From an optimization exercise on the open Yosys and OpenROAD flow, aimed at small area; shortcuts taken in it are not production practice. In this exercise RTL edits were held to simulation tests only and were not proved equivalent to the original. Power is estimated from default activity; no workload was simulated.

Setup of north:
Design noc_bridge, start of the top module:
module noc_bridge
(
    input  wire logic        c,
    input  wire logic        rst,
    input  wire logic        cmd_w,
    input  wire logic [7:0]  data_w,
    input  wire logic [31:0] data_rd,
    output logic             cmd_r,
    output logic [7:0]       data_r,
    output logic             sel,
    output logic             rw,
    output logic [31:0]      addr,
    output logic [31:0]      data_wr
);
Settings: LEC_CHECK=0, CAP_MARGIN=20, CORE_MARGIN=2, CORE_UTILIZATION=40, CTS_BUF_LIST=sky130_fd_sc_hd__clkbuf_4, SLEW_MARGIN=20; clock period 5.0 ns.
run.sh (not shown) runs the stock make flow with config.mk's settings and CLKGATE_MAP_FILE= SYNTH_SCRIPT=/design/flow/synth_recipe.tcl, a recipe that flattens the netlist after the stock synthesis.
The final layout from north, which completed every stage, passed the timing, DRC and antenna checks at the end of the flow.
For south, these inputs were changed with respect to north:
--- a/flow/config.mk
+++ b/flow/config.mk
@@ -9,4 +9,3 @@
 export CORE_MARGIN = 2
 export CORE_UTILIZATION = 40
-export CTS_BUF_LIST = sky130_fd_sc_hd__clkbuf_4
 export SLEW_MARGIN = 20
[summary]
From south to north, die area did not move at all.
In south the sum of met3 wire segment lengths after detailed routing turned out 590 µm lower than in north.
There was hardly any difference in highest clock frequency the design can meet between north and south.
Going from north to south, the initial antenna violation count was found to have gone down by 1.
A worst setup path endpoint of addr[31] is what north shows, while data_r[0] belongs to south.
The post-detailed-routing wire length in south sits 2.0% below the value recorded for north.
south and north ended up with roughly the same share of final layout cell area taken by clock buffers and inverters.
Looking at core utilization of the finished layout, south sits below north.
Setup changes, south to east
--- a/flow/config.mk
+++ b/flow/config.mk
@@ -9,3 +9,5 @@
 export CORE_MARGIN = 2
 export CORE_UTILIZATION = 40
+export CTS_BUF_LIST = sky130_fd_sc_hd__clkbuf_2 sky130_fd_sc_hd__clkbuf_4 sky130_fd_sc_hd__clkbuf_8
+export CTS_CLUSTER_SIZE = 20
 export SLEW_MARGIN = 20
The multi-input gate share of total cell area of south and that of east are within noise of each other. Looking at max-slew headroom at the worst pin, east sits 0.48 points below south. In east the power density normalized to cell area turned out 13 mW/mm² lower than in south. Total routing resource utilization after global routing across south and east: no real change. Number of non-clock buffers (east vs. south) increases slightly. Summary: with south as the reference, via count of the first global-routing pass in east moved up slightly. Per the comparison of east with south, sequential share of layout area level; synthesized net count has remained practically unchanged; setup slack shows an increase of 0.018 ns.


== run A ==
Another version of the RTL of noc_bridge (not shown whole).
For scale: roughly 120 I/O pins.
==> flow/design.v (excerpt) <==
module noc_bridge
(
    input  wire logic        c,
    input  wire logic        rst,
    input  wire logic        cmd_w,
    input  wire logic [7:0]  data_w,
    input  wire logic [31:0] data_rd,
    output logic             cmd_r,
    output logic [7:0]       data_r,
    output logic             sel,
    output logic             rw,
    output logic [31:0]      addr,
    output logic [31:0]      data_wr
);
Settings: LEC_CHECK=0, CAP_MARGIN=20, CORE_MARGIN=2, CORE_UTILIZATION=70, PLACE_DENSITY=0.95, SLEW_MARGIN=20; clock period 5.0 ns.
standard.sh (not shown) runs the stock make flow with config.mk's settings and CLKGATE_MAP_FILE= SYNTH_SCRIPT=/design/flow/synth_recipe.tcl, a recipe that flattens the netlist after the stock synthesis.
==> flow/flow/run.sh <==
#!/bin/bash
# Standard layout, with the port buffers made of the smallest buffer cell and no dummy clock loads.
set -euo pipefail
bash standard.sh "BUFFER_PORTS_ARGS=-buffer_cell sky130_fd_sc_hd__buf_1" "CTS_ARGS=-sink_clustering_enable -repair_clock_nets -sink_clustering_size 18 -sink_clustering_max_diameter 60 -buf_list sky130_fd_sc_hd__clkbuf_8 -dont_use_dummy_load" finish > standard_flow.log 2>&1
Here is what was changed in the inputs of run B compared with run A.
Settings: swapping 0.95 for 0.9 in PLACE_DENSITY; swapping 70 for 60 in CORE_UTILIZATION.
==> flow/flow/run.sh <==
#!/bin/bash
# Standard layout, with the port buffers made of the smallest buffer cell and no dummy clock loads.
set -euo pipefail
bash standard.sh "BUFFER_PORTS_ARGS=-buffer_cell sky130_fd_sc_hd__buf_1" "CTS_ARGS=-sink_clustering_enable -repair_clock_nets -sink_clustering_size 20 -sink_clustering_max_diameter 60 -buf_list sky130_fd_sc_hd__clkbuf_8 -dont_use_dummy_load" finish > standard_flow.log 2>&1
Run B: PASS, flow complete, no timing, DRC or antenna violations
Between run A and run B, the routed metal-1 wirelength is lower for run A.
Any difference in relative area of clock buffers and inverters in the final design between run A and run B is small enough to ignore.
Cell area in run B is 48 um^2 above run A.
Run comparison: run A slowest library cell on the worst path sky130_fd_sc_hd__dfxtp_1; run B slowest library cell on the worst path sky130_fd_sc_hd__nor4_1
| cell-internal power | run A vs run B | ≈ equal |
[compare] base=run A new=run B: post-layout instance count excluding filler cells saw an increase; setup slack saw a decrease.
diff inputs: run B => run C
==> flow/flow/run.sh <==
#!/bin/bash
# Standard layout, with the port buffers made of the smallest buffer cell and no dummy clock loads.
set -euo pipefail
bash standard.sh "BUFFER_PORTS_ARGS=-buffer_cell sky130_fd_sc_hd__buf_1" "CTS_ARGS=-sink_clustering_enable -repair_clock_nets -sink_clustering_size 18 -sink_clustering_max_diameter 60 -buf_list sky130_fd_sc_hd__clkbuf_8 -dont_use_dummy_load" finish > standard_flow.log 2>&1
[summary]
- Between run B and run C, the via count of the routed design figures differ only marginally.
- From run B to run C the numbers moved as follows: area fraction of clock buffers and clock inverters comparable; power share of the sequential group comparable; die outline width comparable; post-layout instance count excluding filler cells comparable.
- Between run B and run C, routed length on met3 decreased.
- Clock period minus worst slack in run C is 31 ps below run B.
- Compared run C against run B; buffering overhead within noise.


noc_bridge, a different RTL version from the one above (not shown whole).
Size: roughly 950 cells after synthesis, ~120 I/O pins, roughly 12,000 um2 of cells after synthesis.
==> flow/config.mk <==
export PLATFORM = sky130hd
export DESIGN_NAME = noc_bridge
export DESIGN_NICKNAME = noc_bridge
export VERILOG_FILES = /design/flow/design.v
export SDC_FILE = /design/flow/constraint.sdc
export NUM_CORES = 4
export LEC_CHECK = 0
export CAP_MARGIN = 20
export CORE_MARGIN = 2
export CORE_UTILIZATION = 40
export SLEW_MARGIN = 20
==> flow/constraint.sdc <==
create_clock -name core_clock -period 5.0 [get_ports {c}]
set_input_delay 1.0000 -clock core_clock [delete_from_list [all_inputs] [get_ports {c}]]
set_output_delay 1.0000 -clock core_clock [all_outputs]
set_load 0.01 [all_outputs]
run.sh (not shown) runs the stock make flow with config.mk's settings and CLKGATE_MAP_FILE= SYNTH_SCRIPT=/design/flow/synth_recipe.tcl, a recipe that flattens the netlist after the stock synthesis.
Stock flow here: none of the scripts above is used.
Rerun with:
==> flow/flow/run.sh (new file) <==
#!/bin/bash
# Standard layout, with the port buffers made of the smallest buffer cell.
set -euo pipefail
bash standard.sh "BUFFER_PORTS_ARGS=-buffer_cell sky130_fd_sc_hd__buf_1" finish > standard_flow.log 2>&1
==> flow/standard.sh (new file) <==
#!/bin/bash
# synth_recipe.tcl (not shown) runs the flow's synth.tcl, then flattens the netlist and writes it again
# the make line also repeats each setting of config.mk as NAME=value (left out here)
make -C /OpenROAD-flow-scripts/flow DESIGN_CONFIG=/design/flow/config.mk WORK_HOME=/design/flow/orfs CLKGATE_MAP_FILE= SYNTH_SCRIPT=/design/flow/synth_recipe.tcl "${@:-finish}"
- CTS_CLUSTER_DIAMETER: not set -> 100
- CTS_CLUSTER_SIZE: not set -> 25
removed: flow/run.sh
Register-to-register slack degrades by 0.28 ns.
Worst setup slack gets better by 0.21 ns.
Via count is lower by 2.5%.
Cell area fell by 11%.
Power fell by 16%.
Clock-buffer cell count is lower by 32.
Rerun with:
- CTS_CLUSTER_DIAMETER: 100 -> not set
- CTS_CLUSTER_SIZE: 25 -> not set
Effect:
- The changed run passed the timing, DRC and antenna checks
- total power rises by 10%
- hold slack is worse by 0.011 ns
- maximum frequency falls by 0.77%
- global-route usage rises by 0.48 points
- via count rises by 1.9%
- die area is unchanged


Setup of 09-02:
noc_bridge, a different RTL version from the one above (not shown whole).
Size: ~870 cells after synthesis, about 120 I/O pins, ~11000 sq um of cells after synthesis.
export LEC_CHECK = 0
export CAP_MARGIN = 20
export CORE_MARGIN = 2
export CORE_UTILIZATION = 40
export SLEW_MARGIN = 20
create_clock -name core_clock -period 5.0 [get_ports {c}]
standard.sh (not shown) runs the stock make flow with config.mk's settings and CLKGATE_MAP_FILE= SYNTH_SCRIPT=/design/flow/synth_recipe.tcl, a recipe that flattens the netlist after the stock synthesis.
==> flow/flow/run.sh <==
#!/bin/bash
# Standard layout, with the port buffers made of the smallest buffer cell and no dummy clock loads.
set -euo pipefail
bash standard.sh "BUFFER_PORTS_ARGS=-buffer_cell sky130_fd_sc_hd__buf_1" "CTS_ARGS=-sink_clustering_enable -repair_clock_nets -sink_clustering_size 18 -sink_clustering_max_diameter 60 -buf_list sky130_fd_sc_hd__clkbuf_8 -dont_use_dummy_load" finish > standard_flow.log 2>&1
09-02 completed end to end with timing, DRC and antenna clean.
diff inputs: 09-02 => 11-07
- CORE_UTILIZATION: 40 -> 60
- PLACE_DENSITY: unset -> 0.9
### Flow results
09-02 -> 11-07: number of violations reported at the end of detailed-routing iteration 0 increased by more than a quarter. Tightest hold margin: 11-07 vs 09-02 up 0.067 ns. 11-07 ends up with lower count of placed standard cells in the final layout, fillers left out than 09-02 does. Against 09-02, minimum setup slack in the final design in 11-07 came out worse. Against 09-02, worst slew slack as a fraction of its limit in 11-07 came out better. Comparing 11-07 and 09-02, the lower global-route track usage on met1 was measured on 09-02. 11-07: depth of the critical timing path with buffers and inverters included 1 below 09-02. Comparing 11-07 and 09-02, first-pass GRT wire length is lower on 09-02. Share of the clock period used by the worst path after layout: 11-07 vs 09-02 up 1.1 points. Cmp 11-07 and 09-02 / design area / lower: 11-07. Taking 11-07 over 09-02, the site row count ratio works out to 0.803.


v33:
noc_bridge with an RTL version that a note above also has.
For scale: roughly 340 flip-flops, roughly 12000 um^2 of cells after synthesis.
Settings: LEC_CHECK=0, CAP_MARGIN=20, CORE_MARGIN=2, CORE_UTILIZATION=40, CTS_CLUSTER_DIAMETER=100, CTS_CLUSTER_SIZE=25, SLEW_MARGIN=20; clock period 5.0 ns.
run.sh (not shown) runs the stock make flow with config.mk's settings and CLKGATE_MAP_FILE= SYNTH_SCRIPT=/design/flow/synth_recipe.tcl, a recipe that flattens the netlist after the stock synthesis.
Stock flow here: none of the scripts above is used.
v33 was carried through to the last stage, and its layout satisfied the timing, DRC and antenna checks.
> inputs changed (v33 -> v31)
Settings: CORE_UTILIZATION: 40 -> 65.
==> flow/flow/run.sh (new file) <==
#!/bin/bash
# Standard layout, with the port buffers made of the smallest buffer cell.
set -euo pipefail
bash standard.sh "BUFFER_PORTS_ARGS=-buffer_cell sky130_fd_sc_hd__buf_1" finish > standard_flow.log 2>&1
==> flow/standard.sh (new file) <==
#!/bin/bash
# synth_recipe.tcl (not shown) runs the flow's synth.tcl, then flattens the netlist and writes it again
# the make line also repeats each setting of config.mk as NAME=value (left out here)
make -C /OpenROAD-flow-scripts/flow DESIGN_CONFIG=/design/flow/config.mk WORK_HOME=/design/flow/orfs CLKGATE_MAP_FILE= SYNTH_SCRIPT=/design/flow/synth_recipe.tcl "${@:-finish}"
removed: flow/run.sh
Results
Changes observed in v31 relative to v33: worst hold slack held; diode insertion count for antenna repair level; total power per unit cell area shrank by about 1.6%; antenna violation net count after detailed routing was more or less identical. [v31] count of cell instances traversed by the critical path fell 4 relative to v33. Re synthesized cell count: no difference whatsoever between v33 and v31. Total routing usage reported by global routing: v31 vs v33 up 7.3 points. Re fmax: v31 is 0.80% up on v33. The met3 layer wire length in the routed design number comes out higher for v33 vs v31.
Input-level comparison between v41 and v31:
Settings: CTS_CLUSTER_SIZE no longer set, was 25; CTS_CLUSTER_DIAMETER no longer set, was 100; CORE_UTILIZATION now 40, was 65.
==> flow/flow/run.sh <==
#!/bin/bash
# Standard layout, with the port buffers made of the smallest buffer cell and no dummy clock loads.
set -euo pipefail
bash standard.sh "BUFFER_PORTS_ARGS=-buffer_cell sky130_fd_sc_hd__buf_1" "CTS_ARGS=-sink_clustering_enable -repair_clock_nets -sink_clustering_size 25 -sink_clustering_max_diameter 100 -dont_use_dummy_load" finish > standard_flow.log 2>&1
==> run summary <==
Taking v31 as the reference, in v41 setup slack climbed 130 ps, routed wire length higher, area after synthesis flat, share of power burned in registers has decreased.
Sort v41 and v31 by total number of tap cells desc -> top: v41
> inputs changed (v41 -> v35)
Settings: setting CTS_CLUSTER_DIAMETER to 80 for the first time; setting CTS_CLUSTER_SIZE to 30 for the first time.
==> flow/flow/run.sh <==
#!/bin/bash
# Standard layout, with the port buffers made of the smallest buffer cell.
set -euo pipefail
bash standard.sh "BUFFER_PORTS_ARGS=-buffer_cell sky130_fd_sc_hd__buf_1" finish > standard_flow.log 2>&1
Results
v41 ended up with fewer cell instances than v35 did.
v35 against v41: part of the power in the clock network increased by 1.0 points relative to the old numbers; DRC violations left closely matched the old numbers.

static timing again, ports no longer ideal:
How much do the figures lean on ideal ports? The routed layouts below were timed once more, with nothing changed but the port constraints. Step 1, drivers: a clkbuf_16 drives c and a buf_2 each remaining input, both assumed. Step 2 times the ports against the registers' clock, not the clock port: input delays grow and output delays shrink by t, the midpoint of the rising clock arrivals with the driver on. Three values: no drivers, after step 1, after step 2; two values: the first two.
| run | shift t [ns] | setup WS [ns] | worst setup path at the end | latest minus earliest clock arrival (ns) | cell pins on the clock port's net |
|---|---|---|---|---|---|
| north | 0.748 | 0.172 / 0.128 / 0.876 | register to output | 0.065 / 0.064 | 1 |
| south | 0.567 | 0.174 / 0.123 / 0.690 | register to output | 0.014 / 0.014 | 1 |
| east | 0.636 | 0.192 / 0.144 / 0.780 | register to output | 0.046 / 0.046 | 1 |
| run A | 0.562 | 0.817 / 0.781 / 1.343 | register to output | 0.054 / 0.053 | 1 |
| run B | 0.554 | 0.680 / 0.642 / 1.196 | register to output | 0.103 / 0.103 | 1 |
| run C | 0.564 | 0.711 / 0.673 / 1.237 | register to output | 0.038 / 0.038 | 1 |
| the first run of note 3 | 0.555 | 0.148 / 0.101 / 0.656 | register to output | 0.016 / 0.016 | 1 |
| the second run of note 3 | 0.547 | 0.358 / 0.313 / 0.860 | register to output | 0.024 / 0.024 | 1 |
| the third run of note 3 | 0.551 | 0.322 / 0.275 / 0.826 | register to output | 0.027 / 0.028 | 1 |
| 09-02 | 0.582 | 1.061 / 1.016 / 1.598 | register to output | 0.081 / 0.081 | 1 |
| 11-07 | 0.569 | 1.007 / 0.967 / 1.536 | register to output | 0.059 / 0.058 | 1 |
| v33 | 0.547 | 0.200 / 0.152 / 0.699 | register to output | 0.030 / 0.030 | 1 |
| v31 | 0.536 | 0.238 / 0.193 / 0.729 | register to output | 0.022 / 0.022 | 1 |
| v41 | 0.534 | 0.364 / 0.319 / 0.854 | register to output | 0.045 / 0.045 | 1 |
| v35 | 0.551 | 0.320 / 0.271 / 0.822 | register to output | 0.023 / 0.023 | 1 |
After both steps every run listed still meets setup and hold.
